This design comes from an exercise in tuning for small area, a short achievable clock period and few clock cycles on the open sky130 flow, not from production work.
Only simulation tests tie the RTL to the original design; equivalence was not proved.
Power and IR drop assume default switching activity.

<file path="flow/run.sh">
#!/bin/bash
# synth_recipe.tcl (not shown) runs the flow's synth.tcl, then flattens the netlist and writes it again
# the make line also repeats each setting of config.mk as NAME=value (left out here)
make -C /OpenROAD-flow-scripts/flow DESIGN_CONFIG=/design/flow/config.mk WORK_HOME=/design/flow/orfs CLKGATE_MAP_FILE= SYNTH_SCRIPT=/design/flow/synth_recipe.tcl finish
</file>
<file path="flow/config.mk">
export PLATFORM = sky130hd
export DESIGN_NAME = int_exec_core
export DESIGN_NICKNAME = int_exec_core
export VERILOG_FILES = /design/flow/design.v
export SDC_FILE = /design/flow/constraint.sdc
export NUM_CORES = 4
export LEC_CHECK = 0
export CAP_MARGIN = 20
export CORE_MARGIN = 2
export CORE_UTILIZATION = 40
export SLEW_MARGIN = 20
</file>
<file path="flow/constraint.sdc">
create_clock -name core_clock -period 5.5 [get_ports {clk}]
set_input_delay 1.1000 -clock core_clock [delete_from_list [all_inputs] [get_ports {clk}]]
set_output_delay 1.1000 -clock core_clock [all_outputs]
set_load 0.01 [all_outputs]
</file>
<file path="flow/design.v">
package exec_pkg;
    localparam int XLEN       = 32;
    localparam int REG_ADDR_W = 5;
    localparam int NUM_REGS   = 32;
    localparam logic [6:0] OPC_OP     = 7'b0110011;
    localparam logic [6:0] OPC_OP_IMM = 7'b0010011;
    localparam logic [6:0] FUNCT7_ALT    = 7'b0100000;
    localparam logic [6:0] FUNCT7_MULDIV = 7'b0000001;
    localparam logic [2:0] F3_ADD_SUB = 3'b000;
    localparam logic [2:0] F3_SLL     = 3'b001;
    localparam logic [2:0] F3_SLT     = 3'b010;
    localparam logic [2:0] F3_SLTU    = 3'b011;
    localparam logic [2:0] F3_XOR     = 3'b100;
    localparam logic [2:0] F3_SRL_SRA = 3'b101;
    localparam logic [2:0] F3_OR      = 3'b110;
    localparam logic [2:0] F3_AND     = 3'b111;
    localparam logic [2:0] F3_MUL    = 3'b000;
    localparam logic [2:0] F3_MULH   = 3'b001;
    localparam logic [2:0] F3_MULHSU = 3'b010;
    localparam logic [2:0] F3_MULHU  = 3'b011;
    localparam int MUL_STEPS = 32;
    localparam logic [4:0] OP_NOP    = 5'd0;
    localparam logic [4:0] OP_ADD    = 5'd1;
    localparam logic [4:0] OP_SUB    = 5'd2;
    localparam logic [4:0] OP_AND    = 5'd3;
    localparam logic [4:0] OP_OR     = 5'd4;
    localparam logic [4:0] OP_XOR    = 5'd5;
    localparam logic [4:0] OP_SLL    = 5'd6;
    localparam logic [4:0] OP_SRL    = 5'd7;
    localparam logic [4:0] OP_SRA    = 5'd8;
    localparam logic [4:0] OP_SLT    = 5'd9;
    localparam logic [4:0] OP_SLTU   = 5'd10;
    localparam logic [4:0] OP_MUL    = 5'd11;
    localparam logic [4:0] OP_MULH   = 5'd12;
    localparam logic [4:0] OP_MULHSU = 5'd13;
    localparam logic [4:0] OP_MULHU  = 5'd14;
endpackage
import exec_pkg::*;
module reg_file (
    input  logic                  clk,
    input  logic                  rst,
    input  logic [REG_ADDR_W-1:0] rs1,
    input  logic [REG_ADDR_W-1:0] rs2,
    output logic [XLEN-1:0]       rdata1,
    output logic [XLEN-1:0]       rdata2,
    input  logic                  we,
    input  logic [REG_ADDR_W-1:0] waddr,
    input  logic [XLEN-1:0]       wdata
);
    logic [XLEN-1:0] regs [1:NUM_REGS-1];
    always_ff @(posedge clk) begin
        if (rst) begin
            for (int n = 1; n < NUM_REGS; n++) begin
                regs[n] <= '0;
            end
        end else if (we && waddr != '0) begin
            regs[waddr] <= wdata;
        end
    end
    assign rdata1 = (rs1 == '0) ? '0 : regs[rs1];
    assign rdata2 = (rs2 == '0) ? '0 : regs[rs2];
endmodule
import exec_pkg::*;
module alu_unit (
    input  logic [4:0]      ex_op,
    input  logic [XLEN-1:0] ex_a,
    input  logic [XLEN-1:0] ex_b,
    output logic [XLEN-1:0] alu_result
);
    logic [4:0] shamt;
    assign shamt = ex_b[4:0];
    always_comb begin
        case (ex_op)
            OP_ADD: begin
                alu_result = ex_a + ex_b;
            end
            OP_SUB: begin
                alu_result = ex_a - ex_b;
            end
            OP_AND: begin
                alu_result = ex_a & ex_b;
            end
            OP_OR: begin
                alu_result = ex_a | ex_b;
            end
            OP_XOR: begin
                alu_result = ex_a ^ ex_b;
            end
            OP_SLL: begin
                alu_result = ex_a << shamt;
            end
            OP_SRL: begin
                alu_result = ex_a >> shamt;
            end
            OP_SRA: begin
                alu_result = $signed(ex_a) >>> shamt;
            end
            OP_SLT: begin
                alu_result = {{(XLEN-1){1'b0}}, $signed(ex_a) < $signed(ex_b)};
            end
            OP_SLTU: begin
                alu_result = {{(XLEN-1){1'b0}}, ex_a < ex_b};
            end
            default: begin
                alu_result = '0;
            end
        endcase
    end
endmodule
import exec_pkg::*;
module mul_unit (
    input  logic                  clk,
    input  logic                  rst,
    input  logic                  ex_valid,
    input  logic [4:0]            ex_op,
    input  logic [XLEN-1:0]       ex_a,
    input  logic [XLEN-1:0]       ex_b,
    input  logic [REG_ADDR_W-1:0] ex_rd,
    output logic                  busy,
    output logic                  mul_done,
    output logic [XLEN-1:0]       mul_result,
    output logic [REG_ADDR_W-1:0] mul_rd
);
    logic                         start;
    logic                         running;
    logic [$clog2(MUL_STEPS)-1:0] step_cnt;
    logic                         a_signed;
    logic                         b_signed;
    logic [XLEN-1:0]              a_mag;
    logic [XLEN-1:0]              b_mag;
    logic [2*XLEN-1:0]            mcand;
    logic [XLEN-1:0]              mplier;
    logic [2*XLEN-1:0]            acc;
    logic                         neg;
    logic                         want_low;
    logic [2*XLEN-1:0]            product;
    assign start    = ex_valid && (ex_op == OP_MUL || ex_op == OP_MULH || ex_op == OP_MULHSU || ex_op == OP_MULHU);
    assign a_signed = ex_op != OP_MULHU;
    assign b_signed = ex_op == OP_MUL || ex_op == OP_MULH;
    assign a_mag    = (a_signed && ex_a[XLEN-1]) ? -ex_a : ex_a;
    assign b_mag    = (b_signed && ex_b[XLEN-1]) ? -ex_b : ex_b;
    always_ff @(posedge clk) begin
        if (rst) begin
            running  <= 1'b0;
            step_cnt <= '0;
            mul_done <= 1'b0;
        end else begin
            mul_done <= running && (&step_cnt);
            if (start) begin
                running  <= 1'b1;
                step_cnt <= '0;
            end else if (running) begin
                step_cnt <= step_cnt + 1'b1;
                if (&step_cnt) begin
                    running <= 1'b0;
                end
            end
        end
    end
    always_ff @(posedge clk) begin
        if (start) begin
            mcand    <= {{XLEN{1'b0}}, a_mag};
            mplier   <= b_mag;
            acc      <= '0;
            neg      <= (a_signed && ex_a[XLEN-1]) ^ (b_signed && ex_b[XLEN-1]);
            want_low <= ex_op == OP_MUL;
            mul_rd   <= ex_rd;
        end else if (running) begin
            if (mplier[0]) begin
                acc <= acc + mcand;
            end
            mcand  <= mcand << 1;
            mplier <= mplier >> 1;
        end
    end
    assign product    = neg ? -acc : acc;
    assign mul_result = want_low ? product[XLEN-1:0] : product[2*XLEN-1:XLEN];
    assign busy = start || running || mul_done;
endmodule
import exec_pkg::*;
module writeback_merge (
    input  logic                  clk,
    input  logic                  rst,
    input  logic                  ex_valid,
    input  logic [4:0]            ex_op,
    input  logic [REG_ADDR_W-1:0] ex_rd,
    input  logic [XLEN-1:0]       alu_result,
    input  logic                  mul_done,
    input  logic [REG_ADDR_W-1:0] mul_rd,
    input  logic [XLEN-1:0]       mul_result,
    output logic                  wb_valid,
    output logic [REG_ADDR_W-1:0] wb_rd,
    output logic [XLEN-1:0]       wb_data
);
    logic alu_fin;
    assign alu_fin = ex_valid && !(ex_op == OP_MUL || ex_op == OP_MULH || ex_op == OP_MULHSU || ex_op == OP_MULHU);
    always_ff @(posedge clk) begin
        if (rst) begin
            wb_valid <= 1'b0;
        end else if (alu_fin) begin
            wb_valid <= ex_rd != '0;
        end else if (mul_done) begin
            wb_valid <= mul_rd != '0;
        end else begin
            wb_valid <= 1'b0;
        end
    end
    always_ff @(posedge clk) begin
        if (alu_fin) begin
            wb_rd   <= ex_rd;
            wb_data <= alu_result;
        end else if (mul_done) begin
            wb_rd   <= mul_rd;
            wb_data <= mul_result;
        end
    end
endmodule
import exec_pkg::*;
module issue_stage (
    input  logic                  clk,
    input  logic                  rst,
    input  logic                  insn_valid,
    input  logic [31:0]         insn,
    input  logic [XLEN-1:0]       alu_result,
    input  logic                  wb_valid,
    input  logic [REG_ADDR_W-1:0] wb_rd,
    input  logic [XLEN-1:0]       wb_data,
    output logic                  ex_valid,
    output logic [4:0]            ex_op,
    output logic [XLEN-1:0]       ex_a,
    output logic [XLEN-1:0]       ex_b,
    output logic [REG_ADDR_W-1:0] ex_rd
);
    logic [4:0]      dec_op;
    logic            dec_we;
    logic            use_imm;
    logic            alt;
    logic [XLEN-1:0] imm_sext;
    logic [XLEN-1:0] rf_rdata1;
    logic [XLEN-1:0] rf_rdata2;
    logic            fwd_ex1, fwd_ex2;
    logic            fwd_wb1, fwd_wb2;
    logic [XLEN-1:0] rs1_val;
    logic [XLEN-1:0] rs2_val;
    logic [6:0]      insn_funct7;
    logic [4:0]      insn_rs2;
    logic [4:0]      insn_rs1;
    logic [2:0]      insn_funct3;
    logic [4:0]      insn_rd;
    logic [6:0]      insn_opcode;
    logic [11:0]     insn_imm12;
    assign insn_funct7 = insn[31:25];
    assign insn_rs2    = insn[24:20];
    assign insn_rs1    = insn[19:15];
    assign insn_funct3 = insn[14:12];
    assign insn_rd     = insn[11:7];
    assign insn_opcode = insn[6:0];
    assign insn_imm12  = insn[31:20];
    reg_file reg_file_i (
        .clk    (clk),
        .rst    (rst),
        .rs1    (insn_rs1),
        .rs2    (insn_rs2),
        .rdata1 (rf_rdata1),
        .rdata2 (rf_rdata2),
        .we     (wb_valid),
        .waddr  (wb_rd),
        .wdata  (wb_data)
    );
    assign imm_sext = {{(XLEN-12){insn_imm12[11]}}, insn_imm12};
    always_comb begin
        dec_op  = OP_NOP;
        use_imm = 1'b0;
        alt     = 1'b0;
        if (insn_opcode == OPC_OP && insn_funct7 == FUNCT7_MULDIV) begin
            case (insn_funct3)
                F3_MUL:    dec_op = OP_MUL;
                F3_MULH:   dec_op = OP_MULH;
                F3_MULHSU: dec_op = OP_MULHSU;
                F3_MULHU:  dec_op = OP_MULHU;
                default:   dec_op = OP_NOP;
            endcase
        end else if (insn_opcode == OPC_OP_IMM ||
                     (insn_opcode == OPC_OP &&
                      (insn_funct7 == '0 || insn_funct7 == FUNCT7_ALT))) begin
            use_imm = insn_opcode == OPC_OP_IMM;
            if (use_imm) begin
                alt = insn_funct3 == F3_SRL_SRA && insn_imm12[10];
            end else begin
                alt = insn_funct7 == FUNCT7_ALT;
            end
            case (insn_funct3)
                F3_ADD_SUB: dec_op = alt ? OP_SUB : OP_ADD;
                F3_SLL:     dec_op = OP_SLL;
                F3_SLT:     dec_op = OP_SLT;
                F3_SLTU:    dec_op = OP_SLTU;
                F3_XOR:     dec_op = OP_XOR;
                F3_SRL_SRA: dec_op = alt ? OP_SRA : OP_SRL;
                F3_OR:      dec_op = OP_OR;
                F3_AND:     dec_op = OP_AND;
                default:    dec_op = OP_NOP;
            endcase
        end
    end
    assign dec_we = dec_op != OP_NOP && insn_rd != '0;
    assign fwd_ex1 = ex_valid && insn_rs1 != '0 && ex_rd == insn_rs1;
    assign fwd_ex2 = ex_valid && insn_rs2 != '0 && ex_rd == insn_rs2;
    assign fwd_wb1 = wb_valid && insn_rs1 != '0 && wb_rd == insn_rs1;
    assign fwd_wb2 = wb_valid && insn_rs2 != '0 && wb_rd == insn_rs2;
    assign rs1_val = fwd_ex1 ? alu_result : (fwd_wb1 ? wb_data : rf_rdata1);
    assign rs2_val = fwd_ex2 ? alu_result : (fwd_wb2 ? wb_data : rf_rdata2);
    always_ff @(posedge clk) begin
        if (rst) begin
            ex_valid <= 1'b0;
            ex_op    <= OP_NOP;
            ex_rd    <= '0;
        end else if (insn_valid) begin
            ex_valid <= dec_op != OP_NOP;
            ex_op    <= dec_op;
            ex_rd    <= dec_we ? insn_rd : '0;
        end else begin
            ex_valid <= 1'b0;
            ex_op    <= OP_NOP;
            ex_rd    <= '0;
        end
    end
    always_ff @(posedge clk) begin
        ex_a <= rs1_val;
        ex_b <= use_imm ? imm_sext : rs2_val;
    end
endmodule
import exec_pkg::*;
module int_exec_core (
    input  logic                  clk,
    input  logic                  rst,
    input  logic                  insn_valid,
    input  logic [31:0]         insn,
    output logic                  busy,
    output logic                  wb_valid,
    output logic [REG_ADDR_W-1:0] wb_rd,
    output logic [XLEN-1:0]       wb_data
);
    logic                  ex_valid;
    logic [4:0]            ex_op;
    logic [XLEN-1:0]       ex_a;
    logic [XLEN-1:0]       ex_b;
    logic [REG_ADDR_W-1:0] ex_rd;
    logic [XLEN-1:0]       alu_result;
    logic                  mul_done;
    logic [XLEN-1:0]       mul_result;
    logic [REG_ADDR_W-1:0] mul_rd;
    issue_stage issue_stage_i (
        .clk        (clk),
        .rst        (rst),
        .insn_valid (insn_valid),
        .insn       (insn),
        .alu_result (alu_result),
        .wb_valid   (wb_valid),
        .wb_rd      (wb_rd),
        .wb_data    (wb_data),
        .ex_valid   (ex_valid),
        .ex_op      (ex_op),
        .ex_a       (ex_a),
        .ex_b       (ex_b),
        .ex_rd      (ex_rd)
    );
    alu_unit alu_unit_i (
        .ex_op      (ex_op),
        .ex_a       (ex_a),
        .ex_b       (ex_b),
        .alu_result (alu_result)
    );
    mul_unit mul_unit_i (
        .clk        (clk),
        .rst        (rst),
        .ex_valid   (ex_valid),
        .ex_op      (ex_op),
        .ex_a       (ex_a),
        .ex_b       (ex_b),
        .ex_rd      (ex_rd),
        .busy       (busy),
        .mul_done   (mul_done),
        .mul_result (mul_result),
        .mul_rd     (mul_rd)
    );
    writeback_merge writeback_merge_i (
        .clk        (clk),
        .rst        (rst),
        .ex_valid   (ex_valid),
        .ex_op      (ex_op),
        .ex_rd      (ex_rd),
        .alu_result (alu_result),
        .mul_done   (mul_done),
        .mul_rd     (mul_rd),
        .mul_result (mul_result),
        .wb_valid   (wb_valid),
        .wb_rd      (wb_rd),
        .wb_data    (wb_data)
    );
endmodule
</file>
==> results.json <==
{
  "ys_ff_latch": 1310,
  "dieArea_um2": 204000,
  "syn-instance-count": 6554,
  "clock_path_buffers": 3,
  "post_cts_buffers": 0,
  "wirelength_um": 326000,
  "synth_compound_area_share_pct": 8.95,
  "fin_crit_sh_pct": 87.6,
  "worst_slew_pin_slew_ps": 1290,
  "cts-root-buf": "clkbuf_16",
  "initial_core_util_pct": 40.2,
  "viasPerCell": 6.53,
  "setup_violations": 0,
  "path_cells": "nand2_1, xnor2_1, nand3_4, clkinv_2, or3_1, clkdlybuf4s50_1",
  "post-route-drc-count": 0,
  "cts_tree": "done",
  "fillers": 18000,
  "gp_congestion": 1.04,
  "grt_usage_pct": 31.4,
  "postRouteAntennaNets": 0,
  "netlist_top_cells_area": "edfxtp_1 (42%), mux4_2 (19%), and2_1 (7.8%)",
  "finalSetupTns_ps": 0,
  "rsz0062_at_grt": "false",
  "yosys-mux-area-fraction_pct": 21.4,
  "hp-class": "flop to flop",
  "synth_top_area_share_pct": 42.3,
  "power_density_nw_per_um2": 295,
  "clkTransAtPathRegs_ps": 60,
  "io_pins": 74,
  "final_cells": 9272,
  "register_area_um2": 37600,
  "yosys_warnings": 5,
  "yosysUniqueCellTypes": 85,
  "hold_viol": 0,
  "dr.pass1.iters": 9,
  "rows": 164,
  "grt-ovfl-total": 0,
  "via_count": 60500,
  "drive_above_1_share_pct": 20.5,
  "hold_buffers": 0,
  "core_region_area_um2": 200000,
  "critPathKind": "flop to output pin",
  "max_cap_viol_count": 0,
  "endpoint_kind": "output pin",
  "peakVddDrop_mv": 0.251,
  "synth-edff-count": 1132,
  "p_total_mw": 26.5,
  "wl_per_cell_um": 35.1,
  "synth_top_cell_by_area": "edfxtp_1",
  "slew_viol_final": 0,
  "final.setup_skew_ps": 39.0,
  "period_minus_slack_ps": 4820,
  "grt_first_pass_wirelength_um": 455000,
  "place_inst": 8997,
  "ctsResizeCount": 0,
  "slew_headroom_pct": 13.2,
  "grt_pass1_vias": 58400,
  "antenna_found_initial": 39,
  "path_buf_inv": 2,
  "drt_first_iter_violations": 9779,
  "synth-xor-area-share_pct": 2.18,
  "netlist_area_um2": 80300,
  "netlist_top_cells_count": "edfxtp_1 (1,132), and2_1 (1,007), mux4_2 (689), clkbuf_1 (497), nand2_1 (412)",
  "io_buffers": 73,
  "crit_family": "simple AND/OR/NAND/NOR gates",
  "status": "timing/DRC/antenna clean",
  "dieWidth_um": 452,
  "slowest_stage": "dfxtp_1",
  "crit_required_ps": 4400,
  "leakagePower_nw": 32.3,
  "synth_top_family_by_area": "multiplexers",
  "critPathMaxStageDelay_ps": 760,
  "arrival_ps": 3720,
  "numCtsBuffers": 147,
  "synth_most_common_cell": "edfxtp_1",
  "hpwl_um": 210000,
  "synth_adder_area_share_pct": 2.69,
  "cp-start-kind": "flop",
  "grt_max_degree": 122,
  "multi_input_area_um2": 40400,
  "ys.flop_type": "edfxtp_1",
  "nets": 6697,
  "synth-simple-area-share_pct": 14.6,
  "fp.dieH_um": 452,
  "syn_to_final_growth_pct": 11.7,
  "async_reset_ff_share_pct": 0,
  "fmax_ghz": 0.207,
  "yosysSeqAreaShare_pct": 46.8,
  "htreeDepth": 4,
  "insertion_delay_ps": 830,
  "avgSynthCellArea_um2": 12.2,
  "clkSinkCount": 1310,
  "path_max_fanout": 16
}
==> area by class of cell <==
| cell class | instances | share of cell area (%) |
|---|---|---|
| multi-input cells | 4545 | 45.1 |
| diodes | 12 | 0.0335 |
| inverters | 130 | 0.546 |
| well taps | 2656 | 3.71 |
| repair buffers | 357 | 3.60 |
| clock inverters | 70 | 0.702 |
| flip-flops and latches | 1310 | 41.9 |
| clock buffers | 192 | 4.42 |
==> through the flow <==
stage | instance area (um2) | hold slack, ps | worst slack [ps] | util (%)
detailed placement | 85000 | 507 | 985 | 42.6
global route | 89600 | 534 | 618 | 44.9
CTS | 89600 | 510 | 654 | 44.9
floorplan | 80400 | 468 | 1250 | -
global placement | 85000 | 494 | 925 | 42.6
finish | 89700 | 501 | 680 | 44.9
==> cells in the final DEF (no fill, tap or decap), drive strengths merged, types with 38 or more instances in the layout <==
cell / instances
a211oi: 52
a21o: 44
a21oi: 295
a221oi: 71
and2: 1007
buf: 294
clkbuf: 193
clkdlybuf4s50: 62
clkinv: 60
dfxtp: 178
edfxtp: 1132
ha: 168
inv: 132
mux2: 44
mux2i: 117
mux4: 689
nand2: 412
nand3: 57
nand4: 38
nor2: 341
nor3: 80
o211ai: 51
o21ai: 316
o31ai: 44
or2: 44
xnor2: 142
xor2: 58
==> registers in the layout (all words and copies together), names as in the netlist <==
| name | count |
|---|---|
| writeback_merge_i.wb_data | 32 |
| issue_stage_i.ex_rd | 5 |
| issue_stage_i.ex_a | 32 |
| issue_stage_i.ex_b | 32 |
| mul_unit_i.neg | 1 |
| issue_stage_i.ex_valid | 1 |
| mul_unit_i.mul_rd | 5 |
| writeback_merge_i.wb_valid | 1 |
| writeback_merge_i.wb_rd | 5 |
| mul_unit_i.mul_done | 1 |
| mul_unit_i.mplier | 32 |
| mul_unit_i.acc | 64 |
| mul_unit_i.running | 1 |
| mul_unit_i.step_cnt | 5 |
| issue_stage_i.ex_op | 4 |
| mul_unit_i.want_low | 1 |
| issue_stage_i.reg_file_i.regs | 1024 |
| mul_unit_i.mcand | 64 |
==> kinds of logic (layout without fill, tap and decap cells) <==
logic type               Yosys count  after routing
AO/OA/AOI/OAI                   1119           1119
XOR/XNOR                         200            200
adder cells (fa/ha/maj)          171            171
buffers and inverters            730            749
flip-flops                      1310           1310
multiplexers                     850            850
other                              1             44
AND/OR/NAND/NOR                 2173           2173
==> power by group <==
group	leakage (nW)	total [mW]	switching, mW	internal, mW
clock	2.23	9.69	4.35	5.34
combinational	17.1	5.31	3.35	1.96
sequential	13.0	11.5	0.347	11.1
==> final timing paths <==
path                                              from               endpoint  slack (ps)  depth (start not counted)
worst min-delay path              mul_unit_i.mplier[1]   mul_unit_i.mplier[0]         500                          2
worst max register to register   issue_stage_i.ex_b[0]  issue_stage_i.ex_a[0]         810                         12
worst min register to register    mul_unit_i.mplier[1]   mul_unit_i.mplier[0]         500                          2
worst max-delay path            issue_stage_i.ex_op[0]                   busy         680                          6
==> per-layer routing <==
layer	GRT usage [%]	routed length, um	up-vias
met4	18.1	21600	6
met2	48.9	149000	4166
met5	0	38	-
met1	40.1	118000	30700
met3	7.41	37200	917
li1	-	-	24700
==> worst reg2reg max path: cells and delay by family, from the launching register on <==
| family | cells | cell delay, ps |
|---|---|---|
| compound gates | 6 | 2390 |
| flops | 1 | 730 |
| fa+ha+maj | 2 | 720 |
| simple gates | 3 | 650 |
| buf+inv | 1 | 60 |
Testbench counts, summed over its fixed seeds: cycles 128,982.

-- separate check: timing with driven ports --
The results above use ideal ports. As a check the final layout listed here was re-extracted and re-timed, cells and wires unchanged. Step 1 sets driving cells, clkbuf_16 on the clock port and buf_2 on the other inputs (assumed; they add their load-dependent delay and slew). Step 2, shift: input delay + t, output delay - t, t = (earliest + latest rising clock arrival at the registers) / 2. This alone moves slack from input paths to output paths. Slacks: ideal / step 1 / step 2; pairs: ideal / step 1.
t (ns): 0.893
setup slack, ns: 0.680 / 0.594 / 0.808
worst hold slack (ns): 0.501 / 0.501 / 0.501
After both steps setup and hold are still met in this run. For this run, drivers alone change the setup slack by -0.086 ns; drivers and shift together by +0.128 ns.
